From an optimization exercise on the open Yosys and OpenROAD flow, aimed at small area, a short achievable clock period and few clock cycles; shortcuts taken in it are not production practice. The RTL was checked by simulation tests, not by an equivalence proof against the original design. Power is estimated from default activity; no workload was simulated.

==> design/flow/design.v <==
package bignum_pkg;
    localparam int WORD_W  = 16;
    localparam int ADDR_W  = 20;
    localparam int LEN_W   = 8;
    localparam int DWORD_W = 2 * WORD_W;  
    typedef logic [WORD_W-1:0] word_t;
    typedef logic [ADDR_W-1:0] addr_t;
    typedef logic [LEN_W-1:0]  len_t;
    typedef enum logic [1:0] {
        OP_ADD,
        OP_SUB,
        OP_MUL
    } op_e;
    typedef struct packed {
        op_e   op;
        addr_t a_addr;
        addr_t b_addr;
        addr_t dst_addr;
        len_t  a_len;
        len_t  b_len;
    } op_req_t;
endpackage
module add_sub_unit
(
    input  logic                i_clk,
    input  logic                i_rst_n,
    input  logic                i_start,
    input  logic                i_sub,
    input  bignum_pkg::op_req_t i_req,
    output logic                o_done,
    output bignum_pkg::addr_t   o_bus_addr,
    output logic                o_bus_we,
    output bignum_pkg::word_t   o_bus_wdata,
    input  bignum_pkg::word_t   i_bus_rdata
);
    typedef enum logic [2:0] {
        IDLE,
        READ_A,
        READ_B,
        STORE,
        CARRY
    } state_e;
    state_e          state;
    logic            done_q;
    logic            sub_q;
    bignum_pkg::len_t            idx;
    bignum_pkg::len_t            idx_nxt;
    bignum_pkg::len_t            n;
    logic            last;
    logic [bignum_pkg::WORD_W:0] acc;
    bignum_pkg::word_t           a_word;
    bignum_pkg::word_t           b_word;
    assign n       = (i_req.a_len > i_req.b_len) ? i_req.a_len : i_req.b_len;
    assign idx_nxt = idx + 8'd1;
    assign last    = (idx_nxt == n);
    assign o_done  = done_q;
    assign a_word = (idx < i_req.a_len) ? i_bus_rdata : '0;
    assign b_word = (idx < i_req.b_len) ? i_bus_rdata : '0;
    always_comb begin
        o_bus_we    = 1'b0;
        o_bus_wdata = acc[bignum_pkg::WORD_W-1:0];
        o_bus_addr  = i_req.dst_addr + {12'b0, idx};
        case (state)
            READ_A:       o_bus_addr = i_req.a_addr + {12'b0, idx};
            READ_B:       o_bus_addr = i_req.b_addr + {12'b0, idx};
            STORE, CARRY: o_bus_we   = 1'b1;
            default: ;
        endcase
    end
    always_ff @(posedge i_clk or negedge i_rst_n) begin
        if (!i_rst_n) begin
            state  <= IDLE;
            done_q <= 1'b0;
        end else begin
            done_q <= 1'b0;
            case (state)
                IDLE:   if (i_start) state <= READ_A;
                READ_A: state <= READ_B;
                READ_B: state <= STORE;
                STORE: begin
                    if (!last) begin
                        state <= READ_A;
                    end else if (sub_q) begin
                        state  <= IDLE;  
                        done_q <= 1'b1;
                    end else begin
                        state <= CARRY;
                    end
                end
                CARRY: begin
                    state  <= IDLE;
                    done_q <= 1'b1;
                end
                default: state <= IDLE;
            endcase
        end
    end
    always_ff @(posedge i_clk or negedge i_rst_n) begin
        if (!i_rst_n) begin
            idx <= '0;
        end else if (state == IDLE && i_start) begin
            idx <= '0;
        end else if (state == STORE) begin
            idx <= idx_nxt;
        end
    end
    always_ff @(posedge i_clk) begin
        case (state)
            IDLE: begin
                if (i_start) begin
                    sub_q <= i_sub;
                    acc   <= {{bignum_pkg::WORD_W{1'b0}}, i_sub};  
                end
            end
            READ_A: acc <= acc + {1'b0, a_word};
            READ_B: acc <= acc + {1'b0, (sub_q ? ~b_word : b_word)};
            STORE: begin
                acc <= {{bignum_pkg::WORD_W{1'b0}}, acc[bignum_pkg::WORD_W]};
            end
            default: ;
        endcase
    end
endmodule
module mul_unit
(
    input  logic                i_clk,
    input  logic                i_rst_n,
    input  logic                i_start,
    input  bignum_pkg::op_req_t i_req,
    output logic                o_done,
    output bignum_pkg::addr_t   o_bus_addr,
    output logic                o_bus_we,
    output bignum_pkg::word_t   o_bus_wdata,
    input  bignum_pkg::word_t   i_bus_rdata
);
    typedef enum logic [2:0] {
        IDLE,
        LOAD_A,
        MUL,
        SUM,
        STORE,
        CARRY
    } state_e;
    state_e             state;
    logic               done_q;
    logic               first_row;
    bignum_pkg::len_t               row;
    bignum_pkg::len_t               col;
    bignum_pkg::len_t               row_nxt;
    bignum_pkg::len_t               col_nxt;
    logic               row_last;
    logic               col_last;
    bignum_pkg::word_t              a_word;
    logic [bignum_pkg::DWORD_W-1:0] acc;
    logic [bignum_pkg::DWORD_W-1:0] prod;
    bignum_pkg::addr_t              dst_pos;
    assign row_nxt  = row + 8'd1;
    assign col_nxt  = col + 8'd1;
    assign row_last = (row_nxt == i_req.a_len);
    assign col_last = (col_nxt == i_req.b_len);
    assign dst_pos  = i_req.dst_addr + {12'b0, row} + {12'b0, col};
    assign o_done   = done_q;
    assign prod = {16'b0, i_bus_rdata} * {16'b0, a_word};
    always_comb begin
        o_bus_we    = 1'b0;
        o_bus_wdata = acc[bignum_pkg::WORD_W-1:0];
        o_bus_addr  = dst_pos;
        case (state)
            LOAD_A:       o_bus_addr = i_req.a_addr + {12'b0, row};
            MUL:          o_bus_addr = i_req.b_addr + {12'b0, col};
            STORE, CARRY: o_bus_we   = 1'b1;
            default: ;
        endcase
    end
    always_ff @(posedge i_clk or negedge i_rst_n) begin
        if (!i_rst_n) begin
            state     <= IDLE;
            done_q    <= 1'b0;
            first_row <= 1'b0;
        end else begin
            done_q <= 1'b0;
            case (state)
                IDLE: begin
                    if (i_start) begin
                        state     <= LOAD_A;
                        first_row <= 1'b1;
                    end
                end
                LOAD_A: state <= MUL;
                MUL:    state <= first_row ? STORE : SUM;  
                SUM:    state <= STORE;
                STORE:  state <= col_last ? CARRY : MUL;
                CARRY: begin
                    first_row <= 1'b0;
                    if (row_last) begin
                        state  <= IDLE;
                        done_q <= 1'b1;
                    end else begin
                        state <= LOAD_A;
                    end
                end
                default: state <= IDLE;
            endcase
        end
    end
    always_ff @(posedge i_clk or negedge i_rst_n) begin
        if (!i_rst_n) begin
            row <= '0;
            col <= '0;
        end else begin
            case (state)
                IDLE:   if (i_start) row <= '0;
                LOAD_A: col <= '0;
                STORE:  col <= col_nxt;
                CARRY:  row <= row_nxt;  
                default: ;
            endcase
        end
    end
    always_ff @(posedge i_clk) begin
        case (state)
            LOAD_A: begin
                a_word <= i_bus_rdata;
                acc    <= '0;
            end
            MUL: acc <= prod + acc;
            SUM: acc <= acc + {16'b0, i_bus_rdata};
            STORE: begin
                acc <= acc >> bignum_pkg::WORD_W;
            end
            default: ;
        endcase
    end
endmodule
module op_dispatch
(
    input  logic                i_clk,
    input  logic                i_rst_n,
    input  logic                i_req_valid,
    output logic                o_req_ready,
    input  bignum_pkg::op_req_t i_req,
    output logic                o_rsp_valid,
    input  logic                i_rsp_ready,
    output bignum_pkg::len_t    o_rsp_len,
    output logic                o_add_start,
    output logic                o_sub,
    input  logic                i_add_done,
    output logic                o_mul_start,
    input  logic                i_mul_done,
    output bignum_pkg::op_req_t o_req,
    input  bignum_pkg::addr_t   i_add_addr,
    input  logic                i_add_we,
    input  bignum_pkg::word_t   i_add_wdata,
    output bignum_pkg::word_t   o_add_rdata,
    input  bignum_pkg::addr_t   i_mul_addr,
    input  logic                i_mul_we,
    input  bignum_pkg::word_t   i_mul_wdata,
    output bignum_pkg::word_t   o_mul_rdata,
    output bignum_pkg::addr_t   o_mem_addr,
    output logic                o_mem_we,
    output bignum_pkg::word_t   o_mem_wdata,
    input  bignum_pkg::word_t   i_mem_rdata
);
    typedef enum logic [1:0] {
        IDLE,
        RUN_ADD,
        RUN_MUL,
        RESPOND
    } state_e;
    state_e  state;
    bignum_pkg::op_req_t req_q;
    bignum_pkg::len_t    rsp_len_q;
    bignum_pkg::len_t    rsp_len;
    bignum_pkg::len_t    max_len;
    logic    add_start_q;
    logic    mul_start_q;
    logic    accept;
    logic    unit_done;
    assign o_req_ready = (state == IDLE);
    assign o_rsp_valid = (state == RESPOND);
    assign o_rsp_len   = rsp_len_q;
    assign o_add_start = add_start_q;
    assign o_mul_start = mul_start_q;
    assign o_req       = req_q;
    assign o_sub       = (req_q.op == bignum_pkg::OP_SUB);
    assign accept      = i_req_valid && o_req_ready;
    assign unit_done   = (state == RUN_ADD && i_add_done) || (state == RUN_MUL && i_mul_done);
    always_comb begin
        max_len = (req_q.a_len > req_q.b_len) ? req_q.a_len : req_q.b_len;
        case (req_q.op)
            bignum_pkg::OP_SUB:  rsp_len = max_len;
            bignum_pkg::OP_MUL:  rsp_len = req_q.a_len + req_q.b_len;
            default: rsp_len = max_len + 8'd1;  
        endcase
    end
    always_comb begin
        o_mem_addr    = '0;
        o_mem_we      = 1'b0;
        o_mem_wdata   = '0;
        o_add_rdata = '0;
        o_mul_rdata = '0;
        case (state)
            RUN_ADD: begin
                o_mem_addr    = i_add_addr;
                o_mem_we      = i_add_we;
                o_mem_wdata   = i_add_wdata;
                o_add_rdata = i_mem_rdata;
            end
            RUN_MUL: begin
                o_mem_addr    = i_mul_addr;
                o_mem_we      = i_mul_we;
                o_mem_wdata   = i_mul_wdata;
                o_mul_rdata = i_mem_rdata;
            end
            default: ;
        endcase
    end
    always_ff @(posedge i_clk or negedge i_rst_n) begin
        if (!i_rst_n) begin
            state       <= IDLE;
            add_start_q <= 1'b0;
            mul_start_q <= 1'b0;
        end else begin
            add_start_q <= 1'b0;
            mul_start_q <= 1'b0;
            case (state)
                IDLE: begin
                    if (accept && i_req.op == bignum_pkg::OP_MUL) begin
                        state       <= RUN_MUL;
                        mul_start_q <= 1'b1;
                    end else if (accept) begin
                        state       <= RUN_ADD;
                        add_start_q <= 1'b1;
                    end
                end
                RUN_ADD: if (i_add_done) state <= RESPOND;
                RUN_MUL: if (i_mul_done) state <= RESPOND;
                RESPOND: if (i_rsp_ready) state <= IDLE;
                default: state <= IDLE;
            endcase
        end
    end
    always_ff @(posedge i_clk) begin
        if (accept) req_q <= i_req;
        if (unit_done) rsp_len_q <= rsp_len;
    end
endmodule
module bignum_top
(
    input  logic              i_clk,
    input  logic              i_rst_n,
    input  logic              i_req_valid,
    output logic              o_req_ready,
    input  logic [1:0]        i_req_op,
    input  logic [19:0]       i_req_a_addr,
    input  logic [19:0]       i_req_b_addr,
    input  logic [19:0]       i_req_dst_addr,
    input  logic [7:0]        i_req_a_len,
    input  logic [7:0]        i_req_b_len,
    output logic              o_rsp_valid,
    input  logic              i_rsp_ready,
    output logic [7:0]        o_rsp_len,
    output logic [19:0]       o_mem_addr,
    output logic              o_mem_we,
    output logic [15:0]       o_mem_wdata,
    input  logic [15:0]       i_mem_rdata
);
    bignum_pkg::op_req_t req;
    bignum_pkg::op_req_t req_q;  
    logic    add_start;
    logic    sub;
    logic    add_done;
    logic    mul_start;
    logic    mul_done;
    bignum_pkg::addr_t   add_addr;
    logic    add_we;
    bignum_pkg::word_t   add_wdata;
    bignum_pkg::word_t   add_rdata;
    bignum_pkg::addr_t   mul_addr;
    logic    mul_we;
    bignum_pkg::word_t   mul_wdata;
    bignum_pkg::word_t   mul_rdata;
    assign req = {i_req_op, i_req_a_addr, i_req_b_addr, i_req_dst_addr, i_req_a_len,
                  i_req_b_len};
    op_dispatch i_op_dispatch (
        .i_clk       (i_clk),
        .i_rst_n     (i_rst_n),
        .i_req_valid (i_req_valid),
        .o_req_ready (o_req_ready),
        .i_req       (req),
        .o_rsp_valid (o_rsp_valid),
        .i_rsp_ready (i_rsp_ready),
        .o_rsp_len   (o_rsp_len),
        .o_add_start (add_start),
        .o_sub       (sub),
        .i_add_done  (add_done),
        .o_mul_start (mul_start),
        .i_mul_done  (mul_done),
        .o_req       (req_q),
        .i_add_addr  (add_addr),
        .i_add_we    (add_we),
        .i_add_wdata (add_wdata),
        .o_add_rdata (add_rdata),
        .i_mul_addr  (mul_addr),
        .i_mul_we    (mul_we),
        .i_mul_wdata (mul_wdata),
        .o_mul_rdata (mul_rdata),
        .o_mem_addr  (o_mem_addr),
        .o_mem_we    (o_mem_we),
        .o_mem_wdata (o_mem_wdata),
        .i_mem_rdata (i_mem_rdata)
    );
    add_sub_unit i_add_sub_unit (
        .i_clk   (i_clk),
        .i_rst_n (i_rst_n),
        .i_start (add_start),
        .i_sub   (sub),
        .i_req   (req_q),
        .o_done  (add_done),
        .o_bus_addr  (add_addr),
        .o_bus_we    (add_we),
        .o_bus_wdata (add_wdata),
        .i_bus_rdata (add_rdata)
    );
    mul_unit i_mul_unit (
        .i_clk   (i_clk),
        .i_rst_n (i_rst_n),
        .i_start (mul_start),
        .i_req   (req_q),
        .o_done  (mul_done),
        .o_bus_addr  (mul_addr),
        .o_bus_we    (mul_we),
        .o_bus_wdata (mul_wdata),
        .i_bus_rdata (mul_rdata)
    );
endmodule
==> design/flow/run.sh <==
#!/bin/bash
# synth_recipe.tcl (not shown) runs the flow's synth.tcl, then flattens the netlist and writes it again
# the make line also repeats each setting of config.mk as NAME=value (left out here)
make -C /OpenROAD-flow-scripts/flow DESIGN_CONFIG=/design/flow/config.mk WORK_HOME=/design/flow/orfs CLKGATE_MAP_FILE= SYNTH_SCRIPT=/design/flow/synth_recipe.tcl finish
==> design/flow/config.mk <==
export PLATFORM = sky130hd
export DESIGN_NAME = bignum_top
export DESIGN_NICKNAME = bignum_top
export VERILOG_FILES = /design/flow/design.v
export SDC_FILE = /design/flow/constraint.sdc
export NUM_CORES = 4
export LEC_CHECK = 0
export CAP_MARGIN = 20
export CORE_MARGIN = 5
export CORE_UTILIZATION = 40
export SLEW_MARGIN = 20
==> design/flow/constraint.sdc <==
create_clock -name core_clock -period 9.0 [get_ports {i_clk}]
set_input_delay 1.8000 -clock core_clock [delete_from_list [all_inputs] [get_ports {i_clk}]]
set_output_delay 1.8000 -clock core_clock [all_outputs]
set_load 0.01 [all_outputs]
==> key figures <==
Power and ir drop
  – Net Sw Frac: 0.524
  – Power Dens Cells: 349 nW/um2
  – Internal power: 4.39 mW
  – Logic gate share of total power: 0.731
  – Pleak: 12.1 nW
  – Clock share of power: 0.087
  – NetSw: 4.83 mW
  – Maximum VDD drop: 0.273 mV
  – Reg power frac: 0.182

Yosys
  – Synth top area cells: fa_1, edfxtp_1, ha_1
  – Fraction of the mapped netlist area in simple logic gates: 0.153
  – Synth Instances: 2570
  – Register bit total from synthesis: 189
  – Post-synth EDFFs: 152
  – Mapped Area: 23400 um2
  – Distinct cells, synth: 77
  – Yosys warning count: 3
  – Mean Syn Cell Area: 9.09 um2
  – Main synth FF type: edfxtp_1
  – Most numerous cell in the Yosys netlist: inv_1
  – Post-synthesis compound-gate area fraction: 0.139
  – Async SR Flop Fraction: 0.196
  – Share of the synthesized area in the top cell type: 0.206
  – Yosys top cell by area: fa_1
  – Synth top cells by count: inv_1, nand2_1, fa_1
  – Adder-cell share of the synthesized area: 0.314
  – Syn nets: 3110
  – Post-synthesis xor/xnor area fraction: 0.0704
  – Mux contribution to synthesized area: 0.00493
  – Seq/Total Area, Yosys: 0.235
  – Largest family of logic cells by synthesized area: adder cells

Setup path
  – End of the worst register-to-register path: i_mul_unit.acc[29]
  – CP most frequent cell: fa_1
  – Crit path kind: in2reg
  – Path depth of the worst reg2reg path: 24
  – Buffers & Inverters on Critical Path: 5
  – Required time of the critical path: 9240 ps
  – Worst path max stage delay: 560 ps
  – Worst reg-to-reg setup slack: 1060 ps
  – CP delay by family, top: adder cells
  – CP max-delay cell: fa_1
  – Worst setup EP type: flop
  – Critical path, cell by cell: clkdlybuf4s50_1, and2_1, buf_4, nand2_1, fa_1, fa_1, fa_1, inv_1, fa_1, fa_1, inv_1, fa_1, inv_1, ha_1, a21o_1, a221oi_1, o32ai_1, nor2_1, o21ai_2, o31ai_4, o211ai_1, and4b_1, or3_1
  – Start of the worst register-to-register path: i_op_dispatch.state[0]
  – Critical path arrival: 8760 ps
  – Crit path launch type: input pin
  – Max FO, Critical Path: 9

Drt
  – Drt first pass iters: 6
  – ANT nets after route: 0
  – DR DRC count: 0
  – Final WL: 73700 um
  – Drt wl/cell: 21.3 um
  – Vias per cell: 5.58
  – Vias post-DR: 19292
  – Iteration-0 DRC Markers: 1582

Floorplan
  – I/O pins: 145
  – Die width: 252 um
  – Core area: 57800 um2
  – Chip height: 252 um
  – Num rows: 88
  – Die ar.: 63300 um2
  – Starting density of the core: 0.404

Clock tree
  – Post-CTS Hold Buffers: 0
  – Post-CTS Setup Bufs: 0
  – Clock sink count: 189
  – Cts bufs inserted: 17
  – CTS clock-pin slew for the worst setup and hold paths: 70 ps
  – Root buf cell: clkbuf_16
  – Gates resized, CTS repair: 0
  – H-Tree Depth: 4
  – Worst-case clock buffer depth: 2
  – CTS tree: yes
  – Worst skew pair latency: 500 ps

Placement
  – I/O Buffers: 144
  – Placer congestion estimate: 0.912
  – HPWL after detailed placement: 58400 um

Timing
  – Post-Route Setup TNS: 0 ps
  – Final period utilization: 0.946
  – Final setup fails: 0
  – Pin slew with the least headroom to its limit: 1190 ps
  – Post-layout min period: 8520 ps
  – Max_slew headroom: 0.198
  – FMAX: 117 MHz
  – RSZ-0062 raised after global routing: false
  – Fin Hold WS: 584 ps
  – Max Clock Skew: 14.7 ps
  – Slew Limit Fails: 0
  – Hold Vio Cnt, Final: 0

Min path
  – HP Start: i_mul_unit.first_row
  – Hold depth: 2
  – Hold crit path type: reg2reg
  – WHS Endpoint: i_mul_unit.state[2]

Layout
  – Layout cells sized above 1: 0.0431
  – Area delta synth->final: 13.0%
  – Nets: 3221
  – Fillers: 5560

Run status
  – Status: complete, no violations

GRT
  – Total track usage: 0.231
  – Initial antenna violation count: 0
  – Largest net degree at the start of global routing: 81
  – GR Overflow Total: 0
  – Global-route wire length before repair: 115000 um
  – Number of global-route vias before repair: 19965

Job
  – Max Cap Viol: 0
-- worst min-delay path: stages (launching register included) --
cell     delay (ps)
dfrtp_1         400
o21ai_0          90
nand2_1          70
-- cells by family (layout without fill, tap and decap cells) --
kind of cell,after synthesis,count (layout)
AND/OR/NAND/NOR,740,740
adder cells (fa/ha/maj),442,442
buffers and inverters,515,639
flip-flops,189,189
AO/OA/AOI/OAI,488,488
XOR/XNOR,186,186
multiplexers,10,10
other,0,1
-- final cells by class --
class                      instances  area [um2]  area share
antenna                            1        2.50   0.0000947
clock buffer                      20         457      0.0173
clock inverter                    12         143     0.00540
inverter                         409        1540      0.0581
multi-input combinational       1866       16000       0.605
sequential                       189        5490       0.208
tap                              765         957      0.0362
timing repair buffer             198        1860      0.0705
-- power by group through the flow --
stage | Combinational (mW) | Clock (mW) | Sequential, mW
CTS | 6.70 | 0.823 | 1.68
detailed placement | 6.60 | 0 | 1.70
global route | 7.49 | 0.858 | 1.70
finish | 6.73 | 0.802 | 1.68
global placement | 6.58 | 0 | 1.70
floorplan | 4.77 | 0 | 1.49
-- stage by stage --
step           power, mW  utilization  setup slack [ps]  std cells  area, um2
5_1_grt             10.1        0.457               297       3459      26400
3_5_place_dp        8.30        0.446              86.3       3426      25800
6_report            9.21        0.457               482       3460      26400
2_1_floorplan       6.26            -              1110       2570      23400
3_3_place_gp        8.27        0.446               104       3426      25800
4_1_cts             9.21        0.456               587       3458      26400
-- layer usage --
layer  vias up  track usage  part of all wire
li1       8896            -                 -
met1      9508        0.316              0.43
met2       772        0.370              0.46
met3       116       0.0487             0.074
met4         0       0.0769             0.031
met5         -            0                 0
-- state kept, by name (all words and copies together), names as in the netlist --
signal	count
i_add_sub_unit.idx	8
i_op_dispatch.req_q	78
i_mul_unit.done_q	1
i_mul_unit.col	8
i_op_dispatch.state	2
i_add_sub_unit.done_q	1
i_op_dispatch.mul_start_q	1
i_mul_unit.first_row	1
i_add_sub_unit.state	3
i_op_dispatch.rsp_len_q	8
i_mul_unit.row	8
i_mul_unit.state	3
i_add_sub_unit.sub_q	1
i_mul_unit.acc	32
i_add_sub_unit.acc	17
i_mul_unit.a_word	16
i_op_dispatch.add_start_q	1
-- worst max path at each step --
stage                    startpoint            endpoint  slack, ps  cells after the start
floorplan           i_mem_rdata[13]  i_mul_unit.acc[29]       1110                     22
global placement     i_mem_rdata[7]  i_mul_unit.acc[29]        100                     23
detailed placement   i_mem_rdata[7]  i_mul_unit.acc[29]         90                     23
CTS                  i_mem_rdata[7]  i_mul_unit.acc[29]        590                     23
global route         i_mem_rdata[7]  i_mul_unit.acc[29]        300                     23
finish               i_mem_rdata[7]  i_mul_unit.acc[29]        480                     23
-- cells in the final DEF (no fill, tap or decap), drive strengths merged, types with 8 or more instances in the layout --
cell / netlist / routed
nor2: 130 / 130
mux2i: 8 / 8
buf: 12 / 55
o2bb2ai: 18 / 18
clkdlybuf4s50: 0 / 143
and2: 30 / 30
inv: 409 / 416
and3: 141 / 141
a211oi: 14 / 14
o21bai: 14 / 14
o21a: 10 / 10
xor2: 85 / 85
nand3: 64 / 64
nor2b: 21 / 21
fa: 240 / 240
o22ai: 51 / 51
a21oi: 102 / 102
a21o: 46 / 46
or2: 10 / 10
o21ai: 101 / 101
o211ai: 8 / 8
edfxtp: 152 / 152
a22oi: 51 / 51
dfrtp: 37 / 37
nor3: 27 / 27
nand2b: 16 / 16
clkbuf: 94 / 20
nand4: 21 / 21
ha: 202 / 202
o31ai: 8 / 8
a221oi: 13 / 13
nand2: 255 / 255
xnor2: 100 / 100
Testbench counts, summed over its fixed seeds: cycles 23,649.

==> afterwards: timing with drivers on the ports <==
No port has a modelled driver above. Below, the same layout with a new extraction and two added sets of constraints. Step 1 sets driving cells, clkbuf_16 on the clock port and buf_2 on the other inputs (assumed; they add their load-dependent delay and slew). Step 2 also shifts input and output timing later by t, the mid clock arrival at the registers, as if the neighbouring blocks saw the same clock. Slacks: ideal ports / drivers / drivers and shift; pairs: ideal ports / drivers.
t (ns): 0.548
setup slack, ns: 0.482 / 0.515 / -0.033
worst hold slack (ns): 0.584 / 0.584 / 0.584
worst register clock-pin slew, ns: 0.08 / 0.08
worst slew at a driven data input, ns: 0.05
Met with ideal ports but missed after step 2: setup timing in this run. The setup slack of this run moves by +0.033 ns with the drivers and by -0.515 ns with both steps.
